Context: an optimization exercise on an open-source flow, tuned for small area and a short achievable clock period. The choices shown serve that exercise and are no tape-out recipe. Only simulation tests tie the RTL to the original design; equivalence was not proved. No activity file was given, so power comes from the tool's default toggle rates.

===== run.sh =====
#!/bin/bash
# synth_recipe.tcl (not shown) runs the flow's synth.tcl, then flattens the netlist and writes it again
# the make line also repeats each setting of config.mk as NAME=value (left out here)
make -C /OpenROAD-flow-scripts/flow DESIGN_CONFIG=/design/flow/config.mk WORK_HOME=/design/flow/orfs CLKGATE_MAP_FILE= SYNTH_SCRIPT=/design/flow/synth_recipe.tcl finish

===== config.mk =====
export PLATFORM = sky130hd
export DESIGN_NAME = execStage
export DESIGN_NICKNAME = execStage
export VERILOG_FILES = /design/flow/design.v
export SDC_FILE = /design/flow/constraint.sdc
export NUM_CORES = 4
export LEC_CHECK = 0
export CAP_MARGIN = 20
export CORE_MARGIN = 2
export CORE_UTILIZATION = 25
export PLACE_DENSITY = 0.35
export SLEW_MARGIN = 20

===== constraint.sdc =====
create_clock -name core_clock -period 13.5 [get_ports {clk}]
set_input_delay 2.7000 -clock core_clock [delete_from_list [all_inputs] [get_ports {clk}]]
set_output_delay 2.7000 -clock core_clock [all_outputs]
set_load 0.01 [all_outputs]

===== design.v =====
package rvTypes_pkg;
    typedef enum logic [6:0] {
        OP_R      = 7'b0110011,
        OP_IMM    = 7'b0010011,
        OP_LOAD   = 7'b0000011,
        OP_STORE  = 7'b0100011,
        OP_BRANCH = 7'b1100011,
        OP_JAL    = 7'b1101111,
        OP_JALR   = 7'b1100111,
        OP_LUI    = 7'b0110111
    } opcodeT;
    typedef enum logic [3:0] {
        ALU_ADD = 4'd0,
        ALU_SUB = 4'd1,
        ALU_AND = 4'd2,
        ALU_OR  = 4'd3,
        ALU_XOR = 4'd4,
        ALU_SLT = 4'd5,
        ALU_SLL = 4'd6,
        ALU_SRL = 4'd7
    } aluCtrlT;
    typedef enum logic [1:0] {
        BR_NONE = 2'b00,
        BR_COND = 2'b01,
        BR_JAL  = 2'b10,
        BR_JALR = 2'b11
    } branchT;
    typedef enum logic [1:0] {
        RES_ALU = 2'b00,
        RES_IMM = 2'b01,
        RES_PC4 = 2'b10,
        RES_MEM = 2'b11
    } resultSrcT;
    typedef enum logic [2:0] {
        IMM_I = 3'b000,
        IMM_S = 3'b001,
        IMM_B = 3'b010,
        IMM_J = 3'b011,
        IMM_U = 3'b100
    } immSrcT;
    typedef struct packed {
        logic [6:0] funct7;
        logic [4:0] rs2;
        logic [4:0] rs1;
        logic [2:0] funct3;
        logic [4:0] rd;
        logic [6:0] opcode;
    } rTypeT;
    typedef struct packed {
        logic [11:0] imm11_0;
        logic [4:0]  rs1;
        logic [2:0]  funct3;
        logic [4:0]  rd;
        logic [6:0]  opcode;
    } iTypeT;
    typedef struct packed {
        logic [6:0] imm11_5;
        logic [4:0] rs2;
        logic [4:0] rs1;
        logic [2:0] funct3;
        logic [4:0] imm4_0;
        logic [6:0] opcode;
    } sTypeT;
    typedef struct packed {
        logic       imm12;
        logic [5:0] imm10_5;
        logic [4:0] rs2;
        logic [4:0] rs1;
        logic [2:0] funct3;
        logic [3:0] imm4_1;
        logic       imm11;
        logic [6:0] opcode;
    } bTypeT;
    typedef struct packed {
        logic [19:0] imm31_12;
        logic [4:0]  rd;
        logic [6:0]  opcode;
    } uTypeT;
    typedef struct packed {
        logic       imm20;
        logic [9:0] imm10_1;
        logic       imm11;
        logic [7:0] imm19_12;
        logic [4:0] rd;
        logic [6:0] opcode;
    } jTypeT;
    typedef union packed {
        rTypeT r;
        iTypeT i;
        sTypeT s;
        bTypeT b;
        uTypeT u;
        jTypeT j;
    } instrT;
endpackage
`timescale 1ns/1ps
module alu (
    input  logic [32-1:0] a,
    input  logic [32-1:0] b,
    input  logic [2:0]       f3,
    input  logic             sub,
    output logic [32-1:0] result
);
    logic             doSub;
    logic [32-1:0] bx;
    logic [32-1:0] sum;
    logic             lessThan;
    logic [32-1:0] shIn;
    logic [32-1:0] shOut;
    logic [32-1:0] shRes;
    assign doSub    = (f3 == 3'b010) | ((f3 == 3'b000) & sub);
    assign bx       = b ^ {32{doSub}};
    assign sum      = a + bx + {{(32-1){1'b0}}, doSub};
    assign lessThan = (a[32-1] ^ b[32-1]) ? a[32-1] : sum[32-1];
    always_comb begin
        for (int i = 0; i < 32; i++) begin
            shIn[i] = f3[2] ? a[i] : a[32-1-i];
        end
        shOut = shIn >> b[4:0];
        for (int i = 0; i < 32; i++) begin
            shRes[i] = f3[2] ? shOut[i] : shOut[32-1-i];
        end
    end
    always_comb begin
        case (f3)
            3'b001, 3'b101: result = shRes;
            3'b010:         result = {{(32-1){1'b0}}, lessThan};
            3'b100:         result = a ^ b;
            3'b110:         result = a | b;
            3'b111:         result = a & b;
            default:        result = sum;
        endcase
    end
endmodule
`timescale 1ns/1ps
module regFile (
    input  logic                   clk,
    input  logic                   rstN,
    input  logic                   we,
    input  logic [5-1:0] ra1,
    input  logic [5-1:0] ra2,
    input  logic [5-1:0] wa,
    input  logic [32-1:0]       wd,
    output logic [32-1:0]       rd1,
    output logic [32-1:0]       rd2
);
    logic [32-1:1] vld;
    logic [32-1:0]      rdata [32-1:1];
    logic [32-1:1] sel1, sel2, wsel;
    genvar gi;
    generate
        for (gi = 1; gi < 32; gi++) begin : g_reg
            logic [32-1:0] q;
            assign wsel[gi] = we && (wa == gi);
            assign sel1[gi] = vld[gi] && (ra1 == gi);
            assign sel2[gi] = vld[gi] && (ra2 == gi);
            assign rdata[gi] = q;
            always_ff @(posedge clk) begin
                if (wsel[gi]) q <= wd;
            end
            always_ff @(posedge clk or negedge rstN) begin
                if (!rstN) vld[gi] <= 1'b0;
                else if (wsel[gi]) vld[gi] <= 1'b1;
            end
        end
    endgenerate
    always_comb begin
        rd1 = '0;
        rd2 = '0;
        for (int i = 1; i < 32; i++) begin
            rd1 = rd1 | ({32{sel1[i]}} & rdata[i]);
            rd2 = rd2 | ({32{sel2[i]}} & rdata[i]);
        end
    end
endmodule
`timescale 1ns/1ps
module execStage (
    input  logic               clk,
    input  logic               rstN,
    input  logic [32-1:0]   instr,
    input  logic [32-1:0]   pc,
    input  logic               instrValid,
    input  logic [32-1:0]   readData,       
    output logic [32-1:0]   memAddr,
    output logic [32-1:0]   memWriteData,
    output logic               memWrite,
    output logic [32-1:0]   pcNext
);
    logic [6:0]       op;
    logic [2:0]       f3;
    logic             isOp, isOpImm, isLoad, isStore, isBranch, isJal, isJalr, isLui;
    logic             regWrite;
    logic [32-1:0] rs1Data;
    logic [32-1:0] rs2Data;
    logic [32-1:0] immI, immU, immB, immJ;
    logic [32-1:0] addrImm;
    logic [32-1:0] addrSum;
    logic [32-1:0] brImm;
    logic [32-1:0] pcTarget;
    logic [32-1:0] pcPlus4;
    logic             taken;
    logic [32-1:0] aluResult;
    logic [32-1:0] result;
    assign op = instr[6:0];
    assign f3 = instr[14:12];
    assign isOp     = (op == 7'b0110011);
    assign isOpImm  = (op == 7'b0010011);
    assign isLoad   = (op == 7'b0000011);
    assign isStore  = (op == 7'b0100011);
    assign isBranch = (op == 7'b1100011);
    assign isJal    = (op == 7'b1101111);
    assign isJalr   = (op == 7'b1100111);
    assign isLui    = (op == 7'b0110111);
    assign regWrite = isOp | isOpImm | isLoad | isJal | isJalr | isLui;
    assign immI = {{20{instr[31]}}, instr[31:20]};
    assign immU = {instr[31:12], 12'b0};
    assign immB = {{20{instr[31]}}, instr[7], instr[30:25], instr[11:8], 1'b0};
    assign immJ = {{12{instr[31]}}, instr[19:12], instr[20], instr[30:21], 1'b0};
    regFile regFile_i (
        .clk  (clk),
        .rstN (rstN),
        .we   (instrValid & regWrite),
        .ra1  (instr[19:15]),
        .ra2  (instr[24:20]),
        .wa   (instr[11:7]),
        .wd   (result),
        .rd1  (rs1Data),
        .rd2  (rs2Data)
    );
    assign addrImm = {immI[32-1:5], (op[5] & ~op[6]) ? instr[11:7] : instr[24:20]};
    assign addrSum = rs1Data + addrImm;
    assign brImm    = op[3] ? immJ : immB;
    assign pcTarget = pc + brImm;
    assign pcPlus4  = pc + 4;
    assign taken = isJal | (isBranch & ((rs1Data == rs2Data) ^ f3[0]));
    always_comb begin
        if (isJalr)     pcNext = {addrSum[32-1:1], 1'b0};
        else if (taken) pcNext = pcTarget;
        else            pcNext = pcPlus4;
    end
    alu alu_i (
        .a      (rs1Data),
        .b      (op[5] ? rs2Data : immI),
        .f3     (f3),
        .sub    (op[5] & instr[30]),
        .result (aluResult)
    );
    always_comb begin
        if (op[2])      result = op[6] ? pcPlus4 : immU;      
        else if (op[4]) result = aluResult;                    
        else            result = readData;                     
    end
    assign memAddr      = addrSum;
    assign memWriteData = rs2Data;
    assign memWrite     = instrValid & isStore;
endmodule

==> results.yml, run 1 <==
outcome:
  outcome: "complete, no violations"
timing:
  layout_min_cycle_time_ps: 13110
  period_share_pct: 97.1
  setup_tns_ps: 0
  layout_setup_ws_ps: 390
  skew_ps: 87.9
  slew_viol_final: 0
  tightest_slew_ps: 1320
  hold_viol: 0
  max_slew_margin_pct: 11.7
  setup_viol: 0
  grt_setup_unrepaired: "false"
  clock.fmax_ghz: 0.0763
synthesis:
  synth-edff-count: 992
  synth.distinct_cells: 94
  yosysTopAreaCell: "edfxtp_1"
  yosysTopAreaCellShare_pct: 51.3
  synthesis.nets: 5501
  synthTopCellsByArea: "edfxtp_1 51%, nand3_1 5.3%, a22oi_1 4.5%"
  syn_area_um2: 58100
  syn-instance-count: 5243
  synthFlopType: "edfxtp_1"
  synthArstFlopShare_pct: 3.03
  synth-seq-cells: 1023
  syn_avg_cell_area_um2: 11.1
  ys_warn_count: 4
  synth-seq-area-share_pct: 52.6
drt:
  wl_um: 423000
  drt-initial-drc-count: 11005
  ant_nets: 0
  vias: 57370
  drc: 0
  vias_per_cell: 6.60
  drtPass1Iterations: 9
  wl_per_cell_um: 48.7
cts:
  cts_buffer_depth: 3
  cts_made_buffers: 112
  htree_levels: 3
  tritoncts: "built"
  clk_latency_ps: 820
  post_cts_resized: 0
  cts_setup_buffers: 0
  cts.sinks: 1023
  clkTransAtPathRegs_ps: 60
  clock-root-buffer: "clkbuf_16"
  cts_hold_buf: 0
place:
  dpl.hpwl_um: 289000
  placed_cells: 8427
  place_ws_ps: 529
  place_congestion: 0.980
  place.port_buffers: 195
worst_hold_path:
  min_path_type: "flip-flop to flip-flop"
global_route:
  grt_max_degree: 61
  grt_usage_pct: 34.6
  grt_pass1_wl_um: 543000
  grt_pass1_vias: 53367
  grt.overflow.total: 0
  grt_antenna_before_repair: 56
cells_and_area:
  layout_commonest_cell: "edfxtp_1"
  fin_util_pct: 30.3
  final_cell_mix: "992 x edfxtp_1, 617 x nand3_1, 392 x buf_4"
  fillerInstances: 23560
  final_nets: 5774
  drive_gt1_share_pct: 15.4
  synthToLayoutAreaGrowth_pct: 20.1
  stdcell_count: 8696
die:
  dieArea_um2: 236000
  start_util_pct: 25.2
  rows: 176
  ios: 196
  die_h_um: 486
  core_area_um2: 231000
  die-width_um: 486
setup_path:
  critPathLaunchType: "primary input"
  required_ps: 10800
  path_max_fanout: 20
  critPathCaptureType: "output pin"
  critPathKind: "primary input to output pin"
  crit_arrival_ps: 10410
power_and_ir_drop:
  ir_drop_v: 0.000108
  p_per_area_nw_per_um2: 113
  p_total_mw: 7.88
  p_leak_nw: 25.1
run:
  cap_violations: 0
registers in the layout (all words and copies together) (netlist names):
name / flops
regFile_i.g.q: 992
regFile_i.vld: 31
cells in the mapped netlist (15+ instances only):
cell	number
buf_2	52
a31oi_1	20
a22oi_1	347
xor2_1	62
mux4_2	29
nor2b_1	22
o31ai_1	21
nand2_1	192
mux2_2	29
or4_1	34
ha_1	156
o21ai_0	152
a22o_1	48
nor4_1	64
and2_1	53
buf_1	45
inv_1	124
a211oi_1	37
a222oi_1	37
nor3_1	31
nand4_1	237
a21oi_1	171
o21a_1	26
and3b_1	34
dfrtp_1	31
mux2i_1	103
o21bai_1	15
a21o_1	39
xnor2_1	103
a32oi_1	17
a2111oi_0	90
clkbuf_1	313
and3_1	353
a221oi_1	16
a221o_1	28
nand3_1	617
nor2_1	178
buf_6	27
edfxtp_1	992
or2_2	42
o211ai_1	22
nor3b_1	24
nand2b_1	20
worst max-delay path, stage by stage:
cell and delay, ps:
clkdlybuf4s50_1 720, nor3b_4 940, buf_4 360, and2_1 740, buf_4 540, a22o_1 230, nor4_1 60, nand4_1 660
xor2_1 240, nor4_1 310, nand4_1 150, nor4_2 490, buf_4 210, mux2i_1 270, o21ai_4 300, mux2_2 370
a21oi_1 390, clkdlybuf4s50_1 640
worst paths after layout:
path / endpoint / slack, ps / cells after the start / start
max: pcNext[2] / 390 / 18 / instr[23]
min: regFile_i.vld[4] / 500 / 1 / regFile_i.vld[4]
max reg2reg: regFile_i.g_reg[12].q[26] / 4410 / 23 / regFile_i.vld[20]
min reg2reg: regFile_i.vld[4] / 500 / 1 / regFile_i.vld[4]
max in group asynchronous: regFile_i.vld[5] / 10860 / 1 / rstN
min in group asynchronous: regFile_i.vld[19] / 2050 / 1 / rstN
cell type report:
type	instances	area [um^2]	area share, %
Clock buffer	143	3020	4.33
Inverter	130	488	0.699
Tap cell	3026	3790	5.43
Multi-Input combinational cell	3644	25700	36.8
Antenna cell	60	150	0.215
Sequential cell	1023	30600	43.8
Clock inverter	65	865	1.24
Timing Repair Buffer	605	5200	7.45
report_power, final:
part           switching [mW]  total, mW  internal [mW]
sequential             0.0143       3.56           3.54
combinational           0.693      0.967          0.274
clock                    1.44       3.36           1.91
total                    2.15       7.88           5.73
cell families after synthesis:
kind of cell,Yosys count,share of synthesized area (%)
AND/OR/NAND/NOR,1971,18.8
adder cells (fa/ha/maj),159,3.47
flip-flops,1023,52.6
AO/OA/AOI/OAI,1188,14.9
buffers and inverters,576,4.26
multiplexers,161,3.46
XOR/XNOR,165,2.49
routing by layer:
layer / vias up / global-route usage [%] / routed length, um
met4: 18 / 22.7 / 33200
met2: 5140 / 52.0 / 181000
met1: 29363 / 42.9 / 160000
met5: - / 0 / 155
met3: 1450 / 10.1 / 48800
li1: 21399 / - / -
per-stage QoR:
stage,hold slack [ps],area (um^2)
detailed placement,476,65700
floorplan,446,58100
global route,498,69600
global placement,491,65500
finish,496,69800
CTS,491,69600
==> run 2: changes to the inputs <==
--- a/design.v
+++ b/design.v
@@ -156,7 +156,7 @@
             assign sel2[gi] = vld[gi] && (ra2 == gi);
             assign rdata[gi] = q;
             always_ff @(posedge clk) begin
-                if (wsel[gi]) q <= wd;
+                q <= q ^ ({32{wsel[gi]}} & (wd ^ q));
             end
             always_ff @(posedge clk or negedge rstN) begin
                 if (!rstN) vld[gi] <= 1'b0;
@@ -164,12 +164,24 @@
             end
         end
     endgenerate
-    always_comb begin
-        rd1 = '0;
-        rd2 = '0;
+    logic [32*(32-1)-1:0] flat;
+    generate
+        for (gi = 1; gi < 32; gi++) begin : g_flat
+            assign flat[32*(gi-1) +: 32] = rdata[gi];
+        end
+    endgenerate
+    rdMux rdMux1_i (.sel(sel1), .d(flat), .q(rd1));
+    rdMux rdMux2_i (.sel(sel2), .d(flat), .q(rd2));
+endmodule
+module rdMux (
+    input  logic [32-1:1]            sel,
+    input  logic [32*(32-1)-1:0]  d,
+    output logic [32-1:0]                 q
+);
+    always_comb begin
+        q = '0;
         for (int i = 1; i < 32; i++) begin
-            rd1 = rd1 | ({32{sel1[i]}} & rdata[i]);
-            rd2 = rd2 | ({32{sel2[i]}} & rdata[i]);
+            q = q | ({32{sel[i]}} & d[32*(i-1) +: 32]);
         end
     end
 endmodule
--- a/config.mk
+++ b/config.mk
@@ -7,6 +7,7 @@
 export LEC_CHECK = 0
 export CAP_MARGIN = 20
 export CORE_MARGIN = 2
-export CORE_UTILIZATION = 25
-export PLACE_DENSITY = 0.35
+export CORE_UTILIZATION = 50
+export PLACE_DENSITY = 0.6
 export SLEW_MARGIN = 20
+export SYNTH_HIERARCHICAL = 1
==> run 2 against run 1 <==
  * Still clean
  * Die area shrank 52%
  * Maximum frequency grew 3.1%
  * Cell area shrank 9.5%
  * Total power shrank 8.5%
  * Hold slack gained 31 ps
  * Non-clock buffer count shrank 207
  * Highest routed layer unchanged
==> results.yml, run 2 <==
global_route:
  grt.overflow.total: 0
  grt_pass1_wl_um: 332000
  grt_usage_pct: 42.0
  grt_pass1_vias: 43548
  grt_antenna_before_repair: 19
  grt_max_degree: 65
cts:
  clkTransAtPathRegs_ps: 70
  clk_latency_ps: 690
  cts.sinks: 1023
  cts_hold_buf: 0
  post_cts_resized: 0
  cts_buffer_depth: 3
  tritoncts: "built"
  clock-root-buffer: "clkbuf_16"
  cts_setup_buffers: 0
  htree_levels: 3
  cts_made_buffers: 99
synthesis:
  synth-seq-cells: 1023
  yosys.area_share.simple_pct: 9.24
  synth-edff-count: 992
  synthMostInstantiatedCell: "edfxtp_1"
  synthTopCellsByArea: "edfxtp_1 54%, a22oi_1 10%, ha_1 3.6%"
  syn_area_um2: 55400
  synthFlopType: "edfxtp_1"
  yosysTopAreaCell: "edfxtp_1"
  synth_xor_area_share_pct: 2.73
  synth_common_cells: "992 x edfxtp_1, 772 x a22oi_1, 239 x clkbuf_1"
  synthesis.nets: 4763
  synth_top_family_by_area: "compound AO/OA/AOI/OAI gates"
  ys_warn_count: 11
  synthArstFlopShare_pct: 3.03
  synthAdderAreaFrac_pct: 3.67
  syn_avg_cell_area_um2: 12.3
  synth.distinct_cells: 100
  synthMuxAreaShare_pct: 4.30
  syn-instance-count: 4503
  yosysTopAreaCellShare_pct: 53.7
  synth-seq-area-share_pct: 55.1
  synth-compound-area-share_pct: 21.7
timing:
  clock.fmax_ghz: 0.0786
  period_share_pct: 94.2
  layout_min_cycle_time_ps: 12720
  grt_setup_unrepaired: "false"
  holdWs_ps: 526
  hold_viol: 0
  setup_viol: 0
  tightest_slew_ps: 1210
  setup_tns_ps: 0
  max_slew_margin_pct: 19.2
  slew_viol_final: 0
  skew_ps: 30.0
cells_and_area:
  synthToLayoutAreaGrowth_pct: 13.8
  fin_util_pct: 57.2
  layout_commonest_cell: "edfxtp_1"
  stdcell_count: 6253
  drive_gt1_share_pct: 13.8
  final_cell_mix: "992 x edfxtp_1, 772 x a22oi_1, 233 x nand2_1"
  final_nets: 4944
setup_path:
  crit_chain: "clkdlybuf4s50_1 -> and3b_1 -> and3_2 -> buf_4 -> a222oi_1 -> nand3_1 -> or4_1 -> xor2_1 -> nor4_1 -> nand4_1 -> nor2_1 -> mux2i_1 -> a21o_2 -> buf_12 -> nand2_1 -> o211ai_1 -> o21a_1 -> clkdlybuf4s50_1"
  crit_arrival_ps: 10020
  crit_cells: 18
  r2r_cells: 18
  cpMostUsedCell: "clkdlybuf4s50_1"
  cpMaxStageDelayCell: "clkdlybuf4s50_1"
  cpPeakStageDelay_ps: 910
  reg2reg_slack_ps: 5460
  critPathCaptureType: "output pin"
  path_max_fanout: 34
  crit_family: "simple AND/OR/NAND/NOR gates"
  required_ps: 10800
  critPathLaunchType: "primary input"
  critical_path_buf_inv_count: 4
  critPathKind: "primary input to output pin"
power_and_ir_drop:
  ir_drop_v: 0.000111
  p_total_mw: 7.21
  p_per_area_nw_per_um2: 114
  p_leak_nw: 21.6
drt:
  wl_um: 243000
  ant_nets: 0
  drt-initial-drc-count: 7553
  wl_per_cell_um: 38.9
  vias_per_cell: 7.44
  drc: 0
  vias: 46502
  drtPass1Iterations: 8
die:
  dieArea_um2: 114000
  ios: 196
  die-width_um: 337
  die_h_um: 337
  rows: 122
  start_util_pct: 50.2
  core_area_um2: 110000
outcome:
  outcome: "complete, no violations"
place:
  dpl.hpwl_um: 166000
  place.port_buffers: 195
  placed_cells: 6071
  place_congestion: 1.05
worst_hold_path:
  min_path_type: "flip-flop to flip-flop"
  worst_hold_path.num_cells: 1
run:
  cap_violations: 0
-- run 2: final cells by class --
cell class / count / area [um^2]
fill: 9153 / 47200
sequential: 1023 / 30600
multi-input combinational: 3067 / 23600
timing repair buffer: 398 / 3460
clock buffer: 113 / 2550
tap: 1488 / 1860
clock inverter: 63 / 737
inverter: 95 / 357
antenna: 6 / 15.0
-- run 2: cells by family (layout without fill, tap and decap cells) --
family	Yosys count	in the layout
XOR/XNOR	173	173
AND/OR/NAND/NOR	988	988
other	0	6
buffers and inverters	413	669
flip-flops	1023	1023
adder cells (fa/ha/maj)	161	161
multiplexers	170	170
AO/OA/AOI/OAI	1575	1575
-- run 2: stage by stage --
stage / setup slack, ps / instance area [um^2]
floorplan: 3890 / 55400
global placement: 1260 / 59800
detailed placement: 1330 / 59800
CTS: 1310 / 63100
global route: 765 / 63100
finish: 782 / 63100
-- run 2: layer usage --
layer  part of all wire (%)  track usage, %  up-vias
li1                       -               -    18868
met1                     35            52.2    22810
met2                     43            62.2     3873
met3                     14            12.6      935
met4                    8.8            31.0       16
met5                  0.061               0        -
-- run 2: worst paths after layout --
check	from	end
setup / recovery	instr[24]	pcNext[18]
hold / removal	regFile_i.vld[10]	regFile_i.vld[10]
setup reg to reg	regFile_i.vld[2]	flip-flop
hold reg to reg	regFile_i.vld[10]	regFile_i.vld[10]
max in group asynchronous	rstN	regFile_i.vld[27]
min in group asynchronous	rstN	regFile_i.vld[2]
-- run 2: Yosys stat by module (local to each module, per instance) --
module | area (um^2) | times used | flops+latches | cells inside
alu | 6980 | 1 | 0 | 934
regFile | 31700 | 1 | 1023 | 1202
execStage | 6110 | 1 | 0 | 901
rdMux | 5340 | 2 | 0 | 733
-- run 2: where the power goes --
part	switching [mW]	total (mW)	internal, mW
Combinational	0.549	0.803	0.254
Clock	1.22	2.86	1.64
Sequential	0.00683	3.55	3.54
Total	1.77	7.21	5.44
-- run 2: worst register-to-register path, stage by stage (launching register included) --
cell and delay [ps]:
dfrtp_1 410, and3_2 520, a22o_1 380, a221oi_2 200, nand3_1 90, or4_1 890
mux2_2 710, xnor2_1 280, ha_1 240, a21o_1 200, a31oi_1 780, a2bb2oi_1 300
nand3_1 140, a41oi_1 540, nor3_1 110, a21o_1 170, a211oi_1 490, mux2i_1 250
o21ai_4 930
==> run 3: changes to the inputs <==
--- a/config.mk
+++ b/config.mk
@@ -9,5 +9,6 @@
 export CORE_MARGIN = 2
 export CORE_UTILIZATION = 50
 export PLACE_DENSITY = 0.6
+export SETUP_SLACK_MARGIN = 4
 export SLEW_MARGIN = 20
 export SYNTH_HIERARCHICAL = 1
==> run 3 against run 2 <==
  * First-iteration DRC count up 19%
  * Critical path type unchanged
  * Via count grew 5.9%
  * Sequential power is essentially flat
  * Clock skew rose by 2.4 ps
  * Critical endpoint is now pcNext[31]
  * Global-route usage increased by 3.7 points
  * Register-to-register slack gained 400 ps
  * Synthesized area unchanged
==> results.yml, run 3 <==
die:
  core_area_um2: 110000
  ios: 196
  start_util_pct: 50.2
  die_h_um: 337
  rows: 122
  die-width_um: 337
  dieArea_um2: 114000
drt:
  ant_nets: 0
  drt-initial-drc-count: 9010
  vias_per_cell: 7.55
  drc: 0
  vias: 49229
  wl_um: 267000
  drtPass1Iterations: 10
  wl_per_cell_um: 41.0
power_and_ir_drop:
  intPower_mw: 5.49
  switchingPower_mw: 1.84
  ir_drop_v: 0.000119
  p_per_area_nw_per_um2: 108
  swShare_pct: 25.1
  power_frac_clock_pct: 39.1
  pwr-share-seq_pct: 48.4
  p_leak_nw: 23.5
  pwr-share-comb_pct: 12.5
cells_and_area:
  synthToLayoutAreaGrowth_pct: 22.0
  drive_gt1_share_pct: 23.6
  fillerInstances: 8661
  layout_commonest_cell: "edfxtp_1"
  final_nets: 5200
  stdcell_count: 6523
  final_cell_mix: "992 x edfxtp_1, 769 x a22oi_1, 340 x buf_4"
  fin_util_pct: 61.3
place:
  place_congestion: 1.00
  dpl.hpwl_um: 164000
  placed_cells: 6077
  place.port_buffers: 195
timing:
  grt_setup_unrepaired: "true"
  max_slew_margin_pct: 20.1
  skew_ps: 32.4
  clock.fmax_ghz: 0.0975
  slew_viol_final: 0
  period_share_pct: 75.9
  tightest_slew_ps: 1190
  hold_viol: 0
  setup_viol: 0
  layout_min_cycle_time_ps: 10250
  setup_tns_ps: 0
run:
  cap_violations: 0
setup_path:
  reg2reg_slack_ps: 5860
  critPathLaunchType: "primary input"
  required_ps: 10800
  worstReg2RegStart: "regFile_i.vld[9]"
  crit_arrival_ps: 7550
  critPathKind: "primary input to output pin"
  path_max_fanout: 20
  cp-startpoint: "instr[20]"
  crit_end: "pcNext[31]"
  r2r_cells: 19
  critPathCaptureType: "output pin"
synthesis:
  synth-compound-area-share_pct: 21.7
  syn_area_um2: 55400
  synth-seq-area-share_pct: 55.1
  synth_common_cells: "992 x edfxtp_1, 772 x a22oi_1, 239 x clkbuf_1"
  synth_top_family_by_area: "compound AO/OA/AOI/OAI gates"
  syn-instance-count: 4503
  yosysTopAreaCellShare_pct: 53.7
  synth_xor_area_share_pct: 2.73
  yosys.area_share.simple_pct: 9.24
  synth-seq-cells: 1023
  synthMostInstantiatedCell: "edfxtp_1"
  synth-edff-count: 992
  synth.distinct_cells: 100
  yosysTopAreaCell: "edfxtp_1"
  synthesis.nets: 4763
  synthAdderAreaFrac_pct: 3.67
  synthTopCellsByArea: "edfxtp_1 54%, a22oi_1 10%, ha_1 3.6%"
  ys_warn_count: 11
  synthMuxAreaShare_pct: 4.30
  syn_avg_cell_area_um2: 12.3
  synthArstFlopShare_pct: 3.03
  synthFlopType: "edfxtp_1"
cts:
  clk_latency_ps: 690
  tritoncts: "built"
  cts_made_buffers: 101
  clkTransAtPathRegs_ps: 70
  cts_buffer_depth: 3
  clock-root-buffer: "clkbuf_16"
  htree_levels: 3
  cts.sinks: 1023
  cts_hold_buf: 0
global_route:
  grt_pass1_vias: 44983
  grt_max_degree: 63
  grt_usage_pct: 45.7
  grt_antenna_before_repair: 19
  grt.overflow.total: 0
  grt_pass1_wl_um: 358000
outcome:
  outcome: "complete, no violations"
worst_hold_path:
  min_path_type: "flip-flop to flip-flop"
## run 3: how the worst min path moves through the flow
stage                   endpoint               from  depth (start not counted)
3_5_place_dp    regFile_i.vld[2]   regFile_i.vld[2]                          1
6_report       regFile_i.vld[22]  regFile_i.vld[22]                          1
3_3_place_gp    regFile_i.vld[2]   regFile_i.vld[2]                          1
2_1_floorplan  regFile_i.vld[12]  regFile_i.vld[12]                          1
4_1_cts        regFile_i.vld[22]  regFile_i.vld[22]                          1
5_1_grt        regFile_i.vld[22]  regFile_i.vld[22]                          1
## run 3: final cells by class
type | count | area [um^2] | area share, %
diodes | 11 | 27.5 | 0.0407
well taps | 1488 | 1860 | 2.75
clock buffers | 123 | 2700 | 3.98
clock inverters | 64 | 618 | 0.913
multi-input cells | 3080 | 25400 | 37.5
flip-flops and latches | 1023 | 30600 | 45.2
repair buffers | 639 | 6140 | 9.08
inverters | 95 | 357 | 0.527
## run 3: kinds of logic after synthesis
family	after synthesis
AO/OA/AOI/OAI	1575
AND/OR/NAND/NOR	988
adder cells (fa/ha/maj)	161
flip-flops	1023
buffers and inverters	413
multiplexers	170
XOR/XNOR	173
## run 3: through the flow
step	cell area (um^2)	hold WS [ps]	setup WS [ps]	total power, mW
finish	67700	515	3250	7.33
global route	67600	522	3300	7.48
CTS	66600	515	3530	7.26
detailed placement	59900	493	764	4.39
global placement	59900	497	831	4.40
floorplan	55500	448	3980	4.03
## run 3: Yosys stat by module (local to each module, per instance)
| module | cell area, um^2 | copies in the design |
|---|---|---|
| regFile | 31700 | 1 |
| alu | 6980 | 1 |
| execStage | 6110 | 1 |
| rdMux | 5340 | 2 |
## run 3: power by group through the flow
stage,sequential (mW),combinational [mW],clock [mW]
finish,3.55,0.917,2.87
CTS,3.55,0.850,2.86
global route,3.55,0.945,2.99
floorplan,3.62,0.414,0
global placement,3.61,0.781,0
detailed placement,3.61,0.780,0
## run 3: worst max-delay path, cell delays in order
cell and delay, ps:
buf_4 200, nor2b_4 510, and3_4 700, buf_4 400, a22oi_1 140, nand3_1 170, or4_4 220, xor2_1 600
nor4_1 150, nand4_1 180, nor2_4 90, mux2i_4 200, a21o_4 230, buf_6 140, buf_12 130, buf_6 110
nand4_1 100, o31ai_2 80, a221o_1 310, buf_2 150
## run 3: per-layer routing
metal,global-route usage [%],part of all wire [%]
met5,0.340,0.096
met4,33.2,9.0
met3,17.7,15
met2,65.3,41
met1,56.2,34
## run 3: repair_timing
action	CTS	global route
gates resized for setup	569	200
pin swaps	124	118
cloned	20	6
endpoints found under the setup margin	701	120
setup buffers	170	51
endpoints found under the hold margin	0	0

-- separate check: timing with driven ports --
The flow's constraints put no driver on any port. The routed layouts listed below were extracted and timed again, unchanged, in two steps.
Step 1, drivers: a clkbuf_16 drives clk and a buf_2 each remaining input, both assumed.
Step 2 adds t to the input delays and takes it off the output delays; t is the mean of the earliest and latest rising clock arrival at the registers after step 1. Input paths then give back, and output paths get back, about the clock's delay inside the block.
a / b / c = ideal ports / drivers / drivers and shift; a / b = the first two.
run	t, ns	setup WS [ns]	hold slack, ns	latest minus earliest clock arrival (ns)
run 1	0.856	0.390 / 0.364 / 0.364	0.496 / 0.496 / 0.496	0.088 / 0.088
run 2	0.743	0.782 / 0.724 / 0.724	0.526 / 0.526 / 0.526	0.030 / 0.030
run 3	0.748	3.248 / 3.116 / 3.116	0.515 / 0.515 / 0.515	0.032 / 0.033
After both steps setup and hold are still met in every run listed. For run 3, which loses most, drivers alone change the setup slack by -0.132 ns; drivers and shift together by -0.132 ns.
